Background: an optimization exercise with open tools, aiming at small area, a short achievable clock period and few clock cycles per item. Do not read the settings as production practice. Only simulation tests tie the RTL to the original design; equivalence was not proved. No activity file was given, so power comes from the tool's default toggle rates.

job 2784:
// booth_pp_accumulator
module booth_pp_accumulator
(
    input  logic                            Clk,
    input  logic                            Reset,
    input  logic                            In_Valid,
    output logic                            In_Ready,
    input  logic [booth_acc_pkg::PP_W-1:0]  PP0,
    input  logic [booth_acc_pkg::PP_W-1:0]  PP1,
    input  logic [booth_acc_pkg::PP_W-1:0]  PP2,
    input  logic [booth_acc_pkg::PP_W-1:0]  PP3,
    input  logic [booth_acc_pkg::PP_W-1:0]  PP4,
    input  logic [booth_acc_pkg::PP_W-1:0]  PP5,
    input  logic [booth_acc_pkg::PP_W-1:0]  PP6,
    input  logic [booth_acc_pkg::PP_W-1:0]  PP7,
    input  logic [booth_acc_pkg::PP_W-1:0]  PP8,
    input  logic [booth_acc_pkg::PP_W-1:0]  PP9,
    input  logic [booth_acc_pkg::PP_W-1:0]  PP10,
    input  logic [booth_acc_pkg::PP_W-1:0]  PP11,
    input  logic [booth_acc_pkg::PP_W-1:0]  PP12,
    input  logic [booth_acc_pkg::PP_W-1:0]  PP13,
    input  logic [booth_acc_pkg::PP_W-1:0]  PP14,
    input  logic [booth_acc_pkg::PP_W-1:0]  PP15,
    input  logic [31:0]                     PP16,
    input  logic [15:0]                     Error_Correction,
    output logic                            Out_Valid,
    input  logic                            Out_Ready,
    output logic [booth_acc_pkg::PROD_W-1:0] Product,
    output logic                            Busy
);
Size in the first run: about 17000 um2 of cells after synthesis.
==> flow/config.mk <==
export PLATFORM = sky130hd
export DESIGN_NAME = booth_pp_accumulator
export DESIGN_NICKNAME = booth_pp_accumulator
export VERILOG_FILES = /design/flow/design.v
export SDC_FILE = /design/flow/constraint.sdc
export NUM_CORES = 4
export LEC_CHECK = 0
export CAP_MARGIN = 20
export CORE_MARGIN = 2
export CORE_UTILIZATION = 40
export CTS_BUF_LIST = sky130_fd_sc_hd__clkbuf_4 sky130_fd_sc_hd__clkbuf_8
export PLACE_DENSITY = 0.8
export SETUP_SLACK_MARGIN = 0.9
export SLEW_MARGIN = 20
export SYNTH_HIERARCHICAL = 1
export SYNTH_MINIMUM_KEEP_SIZE = 0
==> flow/constraint.sdc <==
create_clock -name core_clock -period 5.0 [get_ports {Clk}]
set_input_delay 1.0000 -clock core_clock [delete_from_list [all_inputs] [get_ports {Clk}]]
set_output_delay 1.0000 -clock core_clock [all_outputs]
set_load 0.01 [all_outputs]
standard.sh (not shown) runs the stock make flow with config.mk's settings and CLKGATE_MAP_FILE= SYNTH_SCRIPT=/design/flow/synth_recipe.tcl, a recipe that flattens the netlist after the stock synthesis.
==> flow/flow/run.sh <==
#!/bin/bash
# Own layout flow: the standard ORFS flow (standard.sh: its synthesis, floorplan,
# placement, CTS and routing), with two changes:
#  - the I/O port buffers that global placement inserts (one per input and output port,
#    as in the standard flow) are sky130_fd_sc_hd__buf_1 instead of the delay-cell buffer
#    buffer_ports picks by default;
#  - before floorplanning, gates that synthesis sized up are put back at their smallest
#    drive strength (flow/pre_floorplan.tcl); repair then sizes up what timing needs.
# Every tool's output goes to the ORFS logs under orfs/logs and to flow_run.log here.
set -euo pipefail
here=$(cd "$(dirname "$0")" && pwd)
export BUFFER_PORTS_ARGS="-buffer_cell sky130_fd_sc_hd__buf_1"
export PRE_FLOORPLAN_TCL="$here/pre_floorplan.tcl"
bash standard.sh finish > flow_run.log 2>&1
==> flow/flow/pre_floorplan.tcl <==
# Before floorplanning: put the one-cell modules' gates that synthesis sized up back at
# their smallest drive strength (same function); later repair sizes up what timing needs.
set db [ord::get_db]
set swaps {
  sky130_fd_sc_hd__maj3_2  sky130_fd_sc_hd__maj3_1
  sky130_fd_sc_hd__a21oi_2 sky130_fd_sc_hd__a21oi_1
}
set n 0
foreach inst [[ord::get_db_block] getInsts] {
  set name [[$inst getMaster] getName]
  if { [dict exists $swaps $name] } {
    $inst swapMaster [$db findMaster [dict get $swaps $name]]
    incr n
  }
}
puts "pre_floorplan: resized $n cells to the smallest drive strength"
Job 2784: PASS, flow complete, no timing, DRC or antenna violations
Testbench counts of job 2784, summed over its fixed seeds: cycles 4,800, items 2,400.
Input-level comparison between job 4248 and job 2784:
Settings: clearing PLACE_DENSITY, which used to be 0.8; swapping 0.9 for 1.1 in SETUP_SLACK_MARGIN.
Findings:
- Of job 2784 and job 4248, the higher met3 track demand over resource in global routing belongs to job 2784.
- Compare job 2784 and job 4248 | routed length on met1 lower: job 4248
- Compared with job 2784, wire length of the first global-routing pass in job 4248 decreased by a few percent.
- Job 4248: pre-CTS setup slack is 0.020 ns higher than what job 2784 reported.
- Weighted congestion at the end of routability-driven global placement (lower): job 4248
- Relative to job 2784, final critical-path share of the clock period has gone down in job 4248.
- Going from job 2784 to job 4248, post-cts resize count moved up, fill cell total of the finished layout moved up, via count moved down, non-clock buffer count level.
- Between job 2784 and job 4248, the worst setup slack is higher for job 4248.
Input changes introduced in job 1585 (baseline for comparison: job 4248):
Settings: swapping 1.1 for 0.9 in SETUP_SLACK_MARGIN.
--- outcome ---
Per the final summary, job 1585 finished and its layout is clean on timing, DRC and antenna.
The placed cell area of job 1585 is lower than that of job 4248.
Between job 1585 and job 4248, the clock group share of total power is lower for job 1585.
Number of global-route vias before repair essentially unchanged between job 1585 and job 4248.
In the flow results for job 1585 and job 4248, the sequential portion of the cell area is smaller on job 4248.
[compare] base=job 4248 new=job 1585: non-clock buffering overhead in the final layout climbed 0.19 points, total power of the final layout dropped 5.4%, shortest clock period the worst path allows after layout climbed 0.026 ns.
~same sequential group power in job 1585 and job 4248
### job 1585 -> job 8664
Settings: SETUP_SLACK_MARGIN: 0.9 -> 0.7.
--- outcome ---
- Job 8664 completed every stage of the flow, and the final layout passed the timing, DRC and antenna checks.
- Relative to job 1585, job 8664 degrades worst hold slack across all endpoints.
- Going from job 1585 to job 8664, overall via count from detail_route grows by 0.50%.
- Placement-stage cell area ends up higher on job 1585.
- The lower area overhead of the layout relative to synthesis came out of job 8664.
- Sort job 8664 and job 1585 by worst ir drop on vdd, descending, and job 1585 comes first.
- Delta (job 8664 minus job 1585): worst path required time barely changed; total power after layout saw a decrease; total met2 wirelength after detailed routing down 2.3%.
- Job 8664 vs job 1585 — maximum achievable frequency dropped about 1.2%.

-- static timing again, ports no longer ideal --
The flow's constraints put no driver on any port. The routed layouts listed below were extracted and timed again, unchanged, in two steps.
Step 1, drivers: a clkbuf_16 drives Clk and a buf_2 each remaining input, both assumed.
Step 2 moves the port delays by t, midway between the first and last clock arrival at a register: inputs arrive t later, outputs are due t later. That takes back most of the time a late clock gives input paths.
a / b / c = ideal ports / drivers / drivers and shift; a / b = the first two.
run	t (ns)	slack for setup (ns)	clock arrival spread, ns	worst slew at a driven data input, ns	cell pins on the clock port's net
job 2784	0.430	0.946 / 0.962 / 0.531	0.021 / 0.021	0.12	1
job 4248	0.420	1.032 / 1.052 / 0.632	0.025 / 0.026	0.09	1
job 1585	0.423	1.006 / 1.027 / 0.604	0.014 / 0.014	0.10	1
job 8664	0.416	0.958 / 0.944 / 0.527	0.022 / 0.021	0.16	1
After both steps every run listed still meets setup and hold. For job 8664, which loses most, drivers alone change the setup slack by -0.014 ns; drivers and shift together by -0.431 ns.
